This is an optimization exercise on Yosys and OpenROAD, whose aim is small area, a short achievable clock period and few clock cycles, not a production implementation.
In this exercise RTL edits were held to simulation tests only and were not proved equivalent to the original.
Power and IR drop assume default switching activity.

## multichannel_oversample_averager
module multichannel_oversample_averager (
   input  logic        clock,
   input  logic        reset,
   input  logic        req_valid,
   output logic        req_ready,
   input  logic [35:0] req_data,
   output logic        rsp_valid,
   input  logic        rsp_ready,
   output logic [55:0] rsp_data,
   input  logic        csr_valid,
   output logic        csr_ready,
   input  logic [1:0]  csr_index,
   input  logic [15:0] csr_data
);
   localparam logic [2:0] V_IDLE = 3'd0;
   localparam logic [2:0] V_WAIT = 3'd1;
   localparam logic [2:0] V_MUL  = 3'd2;
   localparam logic [2:0] V_LOAD = 3'd3;
   localparam logic [2:0] V_DIV  = 3'd4;
   logic [11:0] cal_ff;
   logic [15:0] nom_ff;
   logic [3:0]  vref_ff;
   assign csr_ready = 1'b1;
   wire csr_wr = csr_valid && (csr_index != 2'd3);
   always_ff @(posedge clock) begin
      if (reset) begin
         cal_ff  <= 12'd0;
         nom_ff  <= 16'd3300;
         vref_ff <= 4'd0;
      end else if (csr_valid) begin
         case (csr_index)
            2'd0: cal_ff  <= csr_data[11:0];
            2'd1: nom_ff  <= csr_data;
            2'd2: vref_ff <= csr_data[3:0];
            default: begin
            end
         endcase
      end
   end
   logic        rdy_ff;
   logic        s1_v;
   logic [2:0]  s1_func;
   logic [3:0]  s1_ch;
   logic [11:0] s1_val;
   logic        s1_last;
  ...
clock: 9.0 ns
lec_check: 0
cap_margin: 20
core_margin: 2
core_utilization: 40
setup_slack_margin: 5
slew_margin: 20
run.sh (not shown) runs the stock make flow with config.mk's settings and CLKGATE_MAP_FILE= SYNTH_SCRIPT=/design/flow/synth_recipe.tcl, a recipe that flattens the netlist after the stock synthesis.
The baseline passed the timing, DRC and antenna checks.
Testbench counts at the start, summed over its fixed seeds: cycles 7,965.
Rerun with:
--- a/flow/config.mk
+++ b/flow/config.mk
@@ -11 +10,0 @@
-export SETUP_SLACK_MARGIN = 5
What happened:
- wire length shrinks by about 6%
- synthesized area stays the same
- global-route usage is lower by 1.3 points
- worst hold slack loses 0.0038 ns
- sequential cell count stays the same

========
Another version of the RTL of multichannel_oversample_averager (not shown whole).
Size in the first run: ~3800 cells after synthesis, roughly 1000 flip-flops, ~120 I/O pins, ~49000 µm² of cells after synthesis.
export LEC_CHECK = 0
export CAP_MARGIN = 20
export CORE_MARGIN = 2
export CORE_UTILIZATION = 40
export SETUP_SLACK_MARGIN = 5
export SLEW_MARGIN = 20
create_clock -name core_clock -period 9.0 [get_ports {clock}]
standard.sh (not shown) runs the stock make flow with config.mk's settings and CLKGATE_MAP_FILE= SYNTH_SCRIPT=/design/flow/synth_recipe.tcl, a recipe that flattens the netlist after the stock synthesis.
==> flow/flow/run.sh <==
#!/bin/bash
set -euo pipefail
cp standard.sh standard_sh.txt
sed -e 's/SETUP_SLACK_MARGIN=[0-9.]*/SETUP_SLACK_MARGIN=5.5/' standard.sh > standard_m.sh
grep -q 'SETUP_SLACK_MARGIN=5.5' standard_m.sh
export BUFFER_PORTS_ARGS="-buffer_cell sky130_fd_sc_hd__buf_4"
bash standard_m.sh > standard.log 2>&1
Testbench counts at the start, summed over its fixed seeds: cycles 8,021.
Change:
==> flow/flow/run.sh (replaced) <==
#!/bin/bash
# Layout flow: the standard ORFS flow, except that the input and output
# ports are buffered with sky130_fd_sc_hd__buf_4 cells instead of the delay
# buffers that buffer_ports picks by default. Every tool's output goes to
# standard.log in the work folder.
set -euo pipefail
cp standard.sh standard_sh.txt
export BUFFER_PORTS_ARGS="-buffer_cell sky130_fd_sc_hd__buf_4"
bash standard.sh > standard.log 2>&1
=>
- The new run ran to the end with no violations
- clock-buffer cell count is lower by 3
- cell area came out lower slightly
- global-route usage is lower by 0.22 points
- critical path depth is unchanged
- die area stays the same
Change:
- CTS_CLUSTER_DIAMETER: default -> 100
- CTS_CLUSTER_SIZE: default -> 30
Wire length decreases by 1.6%.
Clock skew barely changes.
Non-clock buffer count shrinks by 19.
Sequential share of layout area grows by 2.3 points.

========
## wip/violet
multichannel_oversample_averager, a different RTL version from the one above (not shown whole).
Size in the first run: ~3800 cells after synthesis, ~1000 flip-flops, about 120 I/O pins, ~0.049 mm^2 of cells after synthesis.
Settings: LEC_CHECK=0, CAP_MARGIN=20, CORE_MARGIN=2, CORE_UTILIZATION=40, CTS_CLUSTER_DIAMETER=80, CTS_CLUSTER_SIZE=30, SETUP_SLACK_MARGIN=5, SLEW_MARGIN=20; clock period 9.0 ns.
==> flow/flow/run.sh <==
#!/bin/bash
set -euo pipefail
cp standard.sh standard_sh.txt
sed -e 's/SETUP_SLACK_MARGIN=[0-9.]*/SETUP_SLACK_MARGIN=5.75/' standard.sh > standard_m.sh
grep -q 'SETUP_SLACK_MARGIN=5.75' standard_m.sh
export BUFFER_PORTS_ARGS="-buffer_cell sky130_fd_sc_hd__buf_4"
bash standard_m.sh > standard.log 2>&1
Testbench counts of wip/violet, summed over its fixed seeds: cycles 8,021.
Changes in wip/cedar relative to wip/violet:
- CORE_UTILIZATION changed from 40 to 55
==> flow/flow/run.sh <==
#!/bin/bash
set -euo pipefail
cp standard.sh standard_sh.txt
sed -e 's/SETUP_SLACK_MARGIN=[0-9.]*/SETUP_SLACK_MARGIN=5.5/' standard.sh > standard_m.sh
grep -q 'SETUP_SLACK_MARGIN=5.5' standard_m.sh
export BUFFER_PORTS_ARGS="-buffer_cell sky130_fd_sc_hd__buf_4"
bash standard_m.sh > standard.log 2>&1
### Flow results
Against wip/violet as the reference, wip/cedar delivers a higher starting density of the core. Measured against wip/cedar, the tap cell count of wip/violet comes out at 1.4 times the reference value. Compared with wip/violet, cell count in wip/cedar decreased by a little under 10%. Diff wip/violet -> wip/cedar | total power | decrease of about 4.6%. Between wip/cedar and wip/violet, pre-CTS worst setup slack is higher for wip/violet, wip/cedar comes in under that. Changes observed in wip/cedar relative to wip/violet: fill cell instance count of the final layout lower, worst hold slack higher.
Setup changes, wip/cedar to wip/tundra
- CORE_UTILIZATION changed from 55 to 40
==> flow/flow/run.sh <==
#!/bin/bash
set -euo pipefail
cp standard.sh standard_sh.txt
sed -e 's/SETUP_SLACK_MARGIN=[0-9.]*/SETUP_SLACK_MARGIN=5.25/' standard.sh > standard_m.sh
grep -q 'SETUP_SLACK_MARGIN=5.25' standard_m.sh
export BUFFER_PORTS_ARGS="-buffer_cell sky130_fd_sc_hd__buf_4"
bash standard_m.sh > standard.log 2>&1
Findings:
Fmax grows by a few percent when moving from wip/cedar to wip/tundra. For the number of nets in the layout, wip/tundra came in about 1.4% lower than wip/cedar did. wip/tundra vs. wip/cedar: portion of the layout cell area used by non-clock buffers shows a reduction of 1.0 points, average wire length per cell after detail routing shows a reduction of about 10%, remaining global-route overflow shows no meaningful change, mean instance size in the synthesized netlist shows no meaningful change. Comparing global-route usage for wip/cedar and wip/tundra, the smaller number came from wip/tundra. wip/tundra vs wip/cedar, routed wire length went down by 3.4%. Diff wip/cedar -> wip/tundra | cell area | down slightly. Est. power | wip/tundra vs wip/cedar | wip/tundra lower. Comparing worst slack at placement for wip/cedar and wip/tundra, the smaller number came from wip/tundra.
Relative to wip/tundra, the following input files were edited for wip/pepper:
- an added TNS_END_PERCENT of 10
==> flow/flow/run.sh <==
#!/bin/bash
set -euo pipefail
cp standard.sh standard_sh.txt
sed -e 's/SETUP_SLACK_MARGIN=[0-9.]*/SETUP_SLACK_MARGIN=5.5/' standard.sh > standard_m.sh
grep -q 'SETUP_SLACK_MARGIN=5.5' standard_m.sh
export BUFFER_PORTS_ARGS="-buffer_cell sky130_fd_sc_hd__buf_4"
bash standard_m.sh > standard.log 2>&1
==> run summary <==
wip/pepper ended with every stage complete and zero timing, DRC or antenna violations. wip/tundra → wip/pepper: highest clock frequency the design can meet saw little to no change, worst setup slack decreased 0.011 ns, combinational cell fraction of total power rose 0.8 points, final-stage net count picked up an extra 0.45%. Between wip/tundra and wip/pepper, area growth from synthesis to layout is higher for wip/pepper, wip/tundra comes in under that. Looking only at required time at the endpoint of the critical path, and setting everything else aside, the higher value of wip/tundra and wip/pepper goes to wip/tundra. Lower share of layout cells above drive strength 1 was reported by wip/tundra, not wip/pepper. wip/pepper packs its core tighter than wip/tundra. In the final reports, the cell area of wip/pepper is larger than that of wip/tundra. Est. power | wip/pepper vs wip/tundra | wip/pepper higher.

==> static timing again, ports no longer ideal <==
Ports are ideal in the flow. The routed layouts listed here were re-timed in OpenROAD.
Step 1 assumes that a clkbuf_16 drives the clock port and a buf_2 every other input.
Step 2 times the ports against the registers' clock, not the clock port: input delays grow and output delays shrink by t, the midpoint of the rising clock arrivals with the driver on.
a / b / c = no drivers / after step 1 / after step 2; a / b = the first two.
run | t, ns | setup WS [ns] | pins driven straight from the clock port
the first run of note 1 | 0.736 | 2.332 / 2.332 / 2.332 | 1
the second run of note 1 | 0.724 | 0.933 / 0.933 / 0.933 | 1
the first run of note 2 | 0.783 | 5.285 / 5.285 / 4.943 | 1
the second run of note 2 | 0.764 | 5.059 / 5.059 / 4.984 | 1
the third run of note 2 | 0.742 | 5.027 / 5.027 / 4.991 | 1
wip/violet | 0.767 | 5.237 / 5.237 / 5.169 | 1
wip/cedar | 0.730 | 5.136 / 5.136 / 5.051 | 1
wip/tundra | 0.757 | 5.224 / 5.224 / 4.827 | 1
wip/pepper | 0.770 | 5.212 / 5.212 / 4.727 | 1
After both steps every run listed still meets setup and hold. The setup slack of wip/pepper, which loses most, moves by 0.000 ns with the drivers and by -0.485 ns with both steps.
